Source: an optimization exercise on an open RTL-to-GDS flow (aim: small area, a short achievable clock period and few clock cycles per item). Production flows keep margins and buffers that such runs may drop. Only simulation tests tie the RTL to the original design; equivalence was not proved.

==> job 6981 <==
==> flow/design.v (excerpt) <==
module hilo_unit_top (
    input  logic               clk,
    input  logic               rst,
    input  logic               op_valid,
    input  hilo_pkg::hilo_op_t op,
    input  hilo_pkg::word_t    rs_value,
    input  hilo_pkg::word_t    rt_value,
    output logic               div_busy,
    output logic               rd_valid,
    output hilo_pkg::word_t    rd_data
);
export LEC_CHECK = 0
export ABC_CLOCK_PERIOD_IN_PS = 4300
export CAP_MARGIN = 20
export CORE_MARGIN = 2
export CORE_UTILIZATION = 40
export SETUP_SLACK_MARGIN = 4.5
export SLEW_MARGIN = 20
export TNS_END_PERCENT = 10
create_clock -name core_clock -period 9.0 [get_ports {clk}]
run.sh (not shown) runs the stock make flow with config.mk's settings and CLKGATE_MAP_FILE= SYNTH_SCRIPT=/design/flow/synth_recipe.tcl, a recipe that flattens the netlist after the stock synthesis.
==> job 8265 (differences from job 6981) <==
--- a/flow/design.v
+++ b/flow/design.v
@@ -967,41 +967,12 @@
         end
         v5 = v4[1] | v4[0];
         n5 = v4[1] ? {1'b0, n4[7:4]} : {1'b1, n4[3:0]};
     end
     assign n = v5 ? {1'b0, n5} : 6'd32;
 endmodule
-module sk_add #(
-    parameter int W = 32
-) (
-    input  logic [W-1:0] a,
-    input  logic [W-1:0] b,
-    input  logic         cin,
-    output logic [W-1:0] s
-);
-    localparam int N = W + 1;              
-    localparam int L = $clog2(N);
-    logic [N-1:0] g [L+1];
-    logic [N-1:0] p [L+1];
-    always_comb begin
-        g[0] = {a & b, cin};
-        p[0] = {a ^ b, 1'b0};
-        for (int l = 0; l < L; l++) begin
-            for (int i = 0; i < N; i++) begin
-                if (((i >> l) & 1) == 1) begin
-                    g[l+1][i] = g[l][i] | (p[l][i] & g[l][((i >> l) << l) - 1]);
-                    p[l+1][i] = p[l][i] & p[l][((i >> l) << l) - 1];
-                end else begin
-                    g[l+1][i] = g[l][i];
-                    p[l+1][i] = p[l][i];
-                end
-            end
-        end
-    end
-    assign s = (a ^ b) ^ g[L][W-1:0];
-endmodule
 `timescale 1ns/10ps
 module hilo_unit_top (
     input  logic               clk,
     input  logic               rst,
     input  logic               op_valid,
     input  hilo_pkg::hilo_op_t op,
@@ -1012,13 +983,13 @@
     output hilo_pkg::word_t    rd_data
 );
     logic [31:0] hi_q;
     logic [31:0] lo_q;
     logic [32:0] a_q;            
     logic [34:0] b_q;            
-    logic [12:0] sel_q;          
+    logic [8:0]  dig_q;          
     logic [1:0]  j_q;            
     logic        cin_q;          
     logic        aneg_q;         
     logic        qneg_q;
     logic        rneg_q;
     logic [63:0] s_q;
@@ -1086,13 +1057,13 @@
         endcase
     end
     assign top_in = swap ? top_rs : top_rt;
     logic [1:0]  j_nx;
     logic [7:0]  dig_nx;
     logic [8:0]  dig_d;
-    logic [12:0] sel_d;
+    logic [12:0] sel;
     logic [63:0] s_mul;
     logic [63:0] c_mul;
     assign j_nx = j_q - 2'd1;
     always_comb begin
         case (j_nx)
             2'd0:    dig_nx = b_q[7:0];
@@ -1102,18 +1073,18 @@
         endcase
     end
     assign dig_d = !acc_mul ? {1'b0, dig_nx}
                  : op[2]    ? 9'd1                       
                  :            {op_sgn && top_in[7], top_in};
     mul_enc u_enc (
-        .d   (dig_d),
-        .sel (sel_d)
+        .d   (dig_q),
+        .sel (sel)
     );
     mul_pipe u_mul (
         .a     (a_q),
-        .sel   (sel_q),
+        .sel   (sel),
         .s_in  (first_q ? 64'd0 : s_q),
         .c_in  (first_q ? 64'd0 : c_q),
         .s_out (s_mul),
         .c_out (c_mul)
     );
     logic        aneg_in;
@@ -1129,28 +1100,28 @@
     assign aneg_in = op_sgn && rs_value[31];
     assign bneg_in = op_sgn && rt_value[31];
     logic [5:0] za_q;
     logic [5:0] nzb_q;           
     div_iter u_clz_a (.x(aneg_in ? ~rs_value : rs_value), .n(za));
     div_iter u_clz_b (.x(bneg_in ? ~rt_value : rt_value), .n(zb));
-    assign skip   = {1'b0, za_q} + {2'd0, nzb_q[4:0]} - {6'd0, aneg_q};
+    assign skip   = {1'b0, za_q} + {2'd0, nzb_q[4:0]};
     assign skip4  = nzb_q[5] ? 4'd0 : (skip >= 7'd32) ? 4'd8 : skip[5:2];
     assign abs_a  = aneg_q ? -b_q[31:0] : b_q[31:0];
     assign norm   = {32'd0, abs_a} << {skip4, 2'b00};
     assign d3     = {a_q[32], a_q[32], a_q} + {a_q[32], a_q, 1'b0} + {33'd0, cin_q, cin_q};
     assign steps0 = 5'd16 - {skip4, 1'b0};
     logic [35:0] sh2;
     logic [35:0] t1;
     logic [35:0] t2;
     logic [35:0] t3;
     logic [1:0]  qd;
     logic [31:0] rem_nx;
     assign sh2 = {2'b00, s_q[63:32], s_q[31:30]};
-    sk_add #(.W(36)) u_t1 (.a(sh2), .b({{3{a_q[32]}}, a_q}),        .cin(cin_q), .s(t1));
-    sk_add #(.W(36)) u_t2 (.a(sh2), .b({{2{a_q[32]}}, a_q, cin_q}), .cin(cin_q), .s(t2));
-    sk_add #(.W(36)) u_t3 (.a(sh2), .b({b_q[34], b_q[34:0]}),      .cin(1'b0),  .s(t3));
+    assign t1  = sh2 + {{3{a_q[32]}}, a_q} + {35'd0, cin_q};
+    assign t2  = sh2 + {{2{a_q[32]}}, a_q, cin_q} + {35'd0, cin_q};
+    assign t3  = sh2 + {b_q[34], b_q[34:0]};
     always_comb begin
         if (!t3[35]) begin
             qd     = 2'd3;
             rem_nx = t3[31:0];
         end else if (!t2[35]) begin
             qd     = 2'd2;
@@ -1165,16 +1136,15 @@
     end
     logic [64:0] wb_x;
     logic [64:0] wb_y;
     logic [64:0] wb_sum;
     logic [31:0] wb_hi;
     logic [31:0] wb_lo;
-    assign wb_x   = wbdiv_q ? {s_q[63:32] ^ {32{wbrn_q}}, wbrn_q, s_q[31:0] ^ {32{wbqn_q}}}
-                            : {s_q[63:32], 1'b1, s_q[31:0]};
-    assign wb_y   = wbdiv_q ? {32'd0, wbrn_q, 32'd0} : {c_q[63:32], 1'b0, c_q[31:0]};
-    sk_add #(.W(65)) u_wb (.a(wb_x), .b(wb_y), .cin(wbdiv_q && wbqn_q), .s(wb_sum));
+    assign wb_x   = {s_q[63:32] ^ {32{wbrn_q}}, !wbdiv_q || wbrn_q, s_q[31:0] ^ {32{wbqn_q}}};
+    assign wb_y   = {c_q[63:32], wbrn_q, c_q[31:0]};
+    assign wb_sum = wb_x + wb_y + {64'd0, wbqn_q};
     assign wb_hi  = wb_sum[64:33];
     assign wb_lo  = wb_sum[31:0];
     logic eng_act;
     logic eng_act_q;             
     assign eng_act = eng_act_q;
     always_ff @(posedge clk) begin
@@ -1242,36 +1212,36 @@
             mvlo_q <= (op == hilo_pkg::op_mtlo);
         end
         if (acc_mul) begin
             a_q   <= {op_sgn && mcand_in[31], mcand_in};
             b_q   <= {3'd0, mplier_in};
             j_q   <= op[2] ? 2'd0 : t_in;
-            sel_q <= sel_d;
+            dig_q <= dig_d;
         end else if (acc_div) begin
             a_q     <= bneg_in ? {1'b1, rt_value} : ~{1'b0, rt_value};
             cin_q   <= !bneg_in;
             b_q     <= {3'd0, rs_value};
             aneg_q  <= aneg_in;
             qneg_q  <= op_sgn && (rs_value[31] ^ rt_value[31]);
             rneg_q  <= aneg_in;
-            za_q    <= za;
+            za_q    <= za - {5'd0, aneg_in};     
             nzb_q   <= {zb[5], ~zb[4:0]};    
         end else if (mul_q) begin
             j_q   <= j_nx;
-            sel_q <= sel_d;
+            dig_q <= dig_d;
         end else if (setup_q) begin
             b_q   <= d3;
         end
         if (setup_q) begin
             s_q <= norm;
         end else if (step_q) begin
             s_q <= {rem_nx, s_q[29:0], qd};
         end else begin
             s_q <= s_mul;
         end
-        c_q <= c_mul;
+        c_q <= mul_q ? c_mul : 64'd0;
         if (setup_q) begin
             cnt_q <= steps0;
         end else if (step_q) begin
             cnt_q <= cnt_q - 5'd1;
         end
     end
--- a/flow/config.mk
+++ b/flow/config.mk
@@ -8,7 +8,6 @@
 export ABC_CLOCK_PERIOD_IN_PS = 4300
 export CAP_MARGIN = 20
 export CORE_MARGIN = 2
 export CORE_UTILIZATION = 40
 export SETUP_SLACK_MARGIN = 4.5
 export SLEW_MARGIN = 20
-export TNS_END_PERCENT = 10
==> job 6568 (differences from job 6981) <==
--- a/flow/design.v
+++ b/flow/design.v
@@ -967,41 +967,12 @@
         end
         v5 = v4[1] | v4[0];
         n5 = v4[1] ? {1'b0, n4[7:4]} : {1'b1, n4[3:0]};
     end
     assign n = v5 ? {1'b0, n5} : 6'd32;
 endmodule
-module sk_add #(
-    parameter int W = 32
-) (
-    input  logic [W-1:0] a,
-    input  logic [W-1:0] b,
-    input  logic         cin,
-    output logic [W-1:0] s
-);
-    localparam int N = W + 1;              
-    localparam int L = $clog2(N);
-    logic [N-1:0] g [L+1];
-    logic [N-1:0] p [L+1];
-    always_comb begin
-        g[0] = {a & b, cin};
-        p[0] = {a ^ b, 1'b0};
-        for (int l = 0; l < L; l++) begin
-            for (int i = 0; i < N; i++) begin
-                if (((i >> l) & 1) == 1) begin
-                    g[l+1][i] = g[l][i] | (p[l][i] & g[l][((i >> l) << l) - 1]);
-                    p[l+1][i] = p[l][i] & p[l][((i >> l) << l) - 1];
-                end else begin
-                    g[l+1][i] = g[l][i];
-                    p[l+1][i] = p[l][i];
-                end
-            end
-        end
-    end
-    assign s = (a ^ b) ^ g[L][W-1:0];
-endmodule
 `timescale 1ns/10ps
 module hilo_unit_top (
     input  logic               clk,
     input  logic               rst,
     input  logic               op_valid,
     input  hilo_pkg::hilo_op_t op,
@@ -1142,15 +1113,15 @@
     logic [35:0] t1;
     logic [35:0] t2;
     logic [35:0] t3;
     logic [1:0]  qd;
     logic [31:0] rem_nx;
     assign sh2 = {2'b00, s_q[63:32], s_q[31:30]};
-    sk_add #(.W(36)) u_t1 (.a(sh2), .b({{3{a_q[32]}}, a_q}),        .cin(cin_q), .s(t1));
-    sk_add #(.W(36)) u_t2 (.a(sh2), .b({{2{a_q[32]}}, a_q, cin_q}), .cin(cin_q), .s(t2));
-    sk_add #(.W(36)) u_t3 (.a(sh2), .b({b_q[34], b_q[34:0]}),      .cin(1'b0),  .s(t3));
+    assign t1  = sh2 + {{3{a_q[32]}}, a_q} + {35'd0, cin_q};
+    assign t2  = sh2 + {{2{a_q[32]}}, a_q, cin_q} + {35'd0, cin_q};
+    assign t3  = sh2 + {b_q[34], b_q[34:0]};
     always_comb begin
         if (!t3[35]) begin
             qd     = 2'd3;
             rem_nx = t3[31:0];
         end else if (!t2[35]) begin
             qd     = 2'd2;
@@ -1168,13 +1139,13 @@
     logic [64:0] wb_sum;
     logic [31:0] wb_hi;
     logic [31:0] wb_lo;
     assign wb_x   = wbdiv_q ? {s_q[63:32] ^ {32{wbrn_q}}, wbrn_q, s_q[31:0] ^ {32{wbqn_q}}}
                             : {s_q[63:32], 1'b1, s_q[31:0]};
     assign wb_y   = wbdiv_q ? {32'd0, wbrn_q, 32'd0} : {c_q[63:32], 1'b0, c_q[31:0]};
-    sk_add #(.W(65)) u_wb (.a(wb_x), .b(wb_y), .cin(wbdiv_q && wbqn_q), .s(wb_sum));
+    assign wb_sum = wb_x + wb_y + {64'd0, wbdiv_q && wbqn_q};
     assign wb_hi  = wb_sum[64:33];
     assign wb_lo  = wb_sum[31:0];
     logic eng_act;
     logic eng_act_q;             
     assign eng_act = eng_act_q;
     always_ff @(posedge clk) begin
--- a/flow/config.mk
+++ b/flow/config.mk
@@ -8,7 +8,6 @@
 export ABC_CLOCK_PERIOD_IN_PS = 4300
 export CAP_MARGIN = 20
 export CORE_MARGIN = 2
 export CORE_UTILIZATION = 40
 export SETUP_SLACK_MARGIN = 4.5
 export SLEW_MARGIN = 20
-export TNS_END_PERCENT = 10
==> results.txt <==
|  | job 6981 | job 6568 | job 8265 |
|---|---|---|---|
| Outcome | finished clean | finished clean | finished clean |
| Multi-input comb cells | 3,577 | 3,868 | 3,803 |
| Adder-Cell Fraction of Synth Area | 19.6% | 18.1% | 18.4% |
| #FFs+latches synth | 351 | 351 | 347 |
| DIE HEIGHT | 311 um | 318 um | 314 um |
| Gate count of the mapped netlist | 4,532 | 4,857 | 4,747 |
| Routed length per placed instance | 27.3 um | 26.2 um | 26.1 um |
| Switch share | 52.1% | 50.9% | 51.6% |
| Fill cell total of the finished layout | 9,213 | 9,722 | 9,521 |
| Start point of the critical path | first_q | rt_value[13] | rst |
| Layout buffering overhead excluding clock cells | 5.64% | 5.11% | 5.36% |
| Peak VDD IR | 0.262 mV | 0.178 mV | 0.206 mV |
| Sequential cell area | 8490 sq um | 8490 sq um | 8380 sq um |
| Finished Core Util | 45.9% | 44.9% | 45.2% |
| Simple-gate portion of the synthesized area | 17.5% | 17.4% | 17.4% |
| Skew final | 0.0623 ns | 0.0208 ns | 0.0307 ns |
| Proportion of synthesized chip area in sequential cells | 22.5% | 21.6% | 21.8% |
| Total detailed-routing wirelength | 159,000 um | 161,000 um | 158,000 um |
| Setup WS post-layout | 4.37 ns | 4.49 ns | 4.50 ns |
| # Post-CTS Setup Buffers | 31 | 28 | 14 |
Testbench counts of job 6981, summed over its fixed seeds: cycles 7,086, items 4,660.
Testbench counts of job 8265, summed over its fixed seeds: cycles 7,086, items 4,660.
Testbench counts of job 6568, summed over its fixed seeds: cycles 7,086, items 4,660.

==> port drivers added, routing unchanged <==
The flow's constraints put no driver on any port. The routed layouts listed below were extracted and timed again, unchanged, in two steps.
Step 1: set_driving_cell puts a clkbuf_16 on clk and a buf_2 on each other input, an assumption about the parent block.
Step 2, shift: input delay + t, output delay - t, t = (earliest + latest rising clock arrival at the registers) / 2. This alone moves slack from input paths to output paths.
Three values: ideal, step 1, step 2; two values: the first two.
| run | shift t [ns] | slack for setup (ns) | worst setup path at the end | clock arrival spread, ns | cell pins on the clock port's net |
|---|---|---|---|---|---|
| job 6981 | 0.690 | 4.370 / 4.370 / 3.730 | input to register | 0.064 / 0.064 | 1 |
| job 8265 | 0.661 | 4.497 / 4.545 / 3.884 | input to register | 0.031 / 0.031 | 1 |
| job 6568 | 0.677 | 4.493 / 4.477 / 3.866 | input to register | 0.021 / 0.021 | 1 |
After both steps every run listed still meets setup and hold. The setup slack of job 6981, which loses most, moves by 0.000 ns with the drivers and by -0.640 ns with both steps.
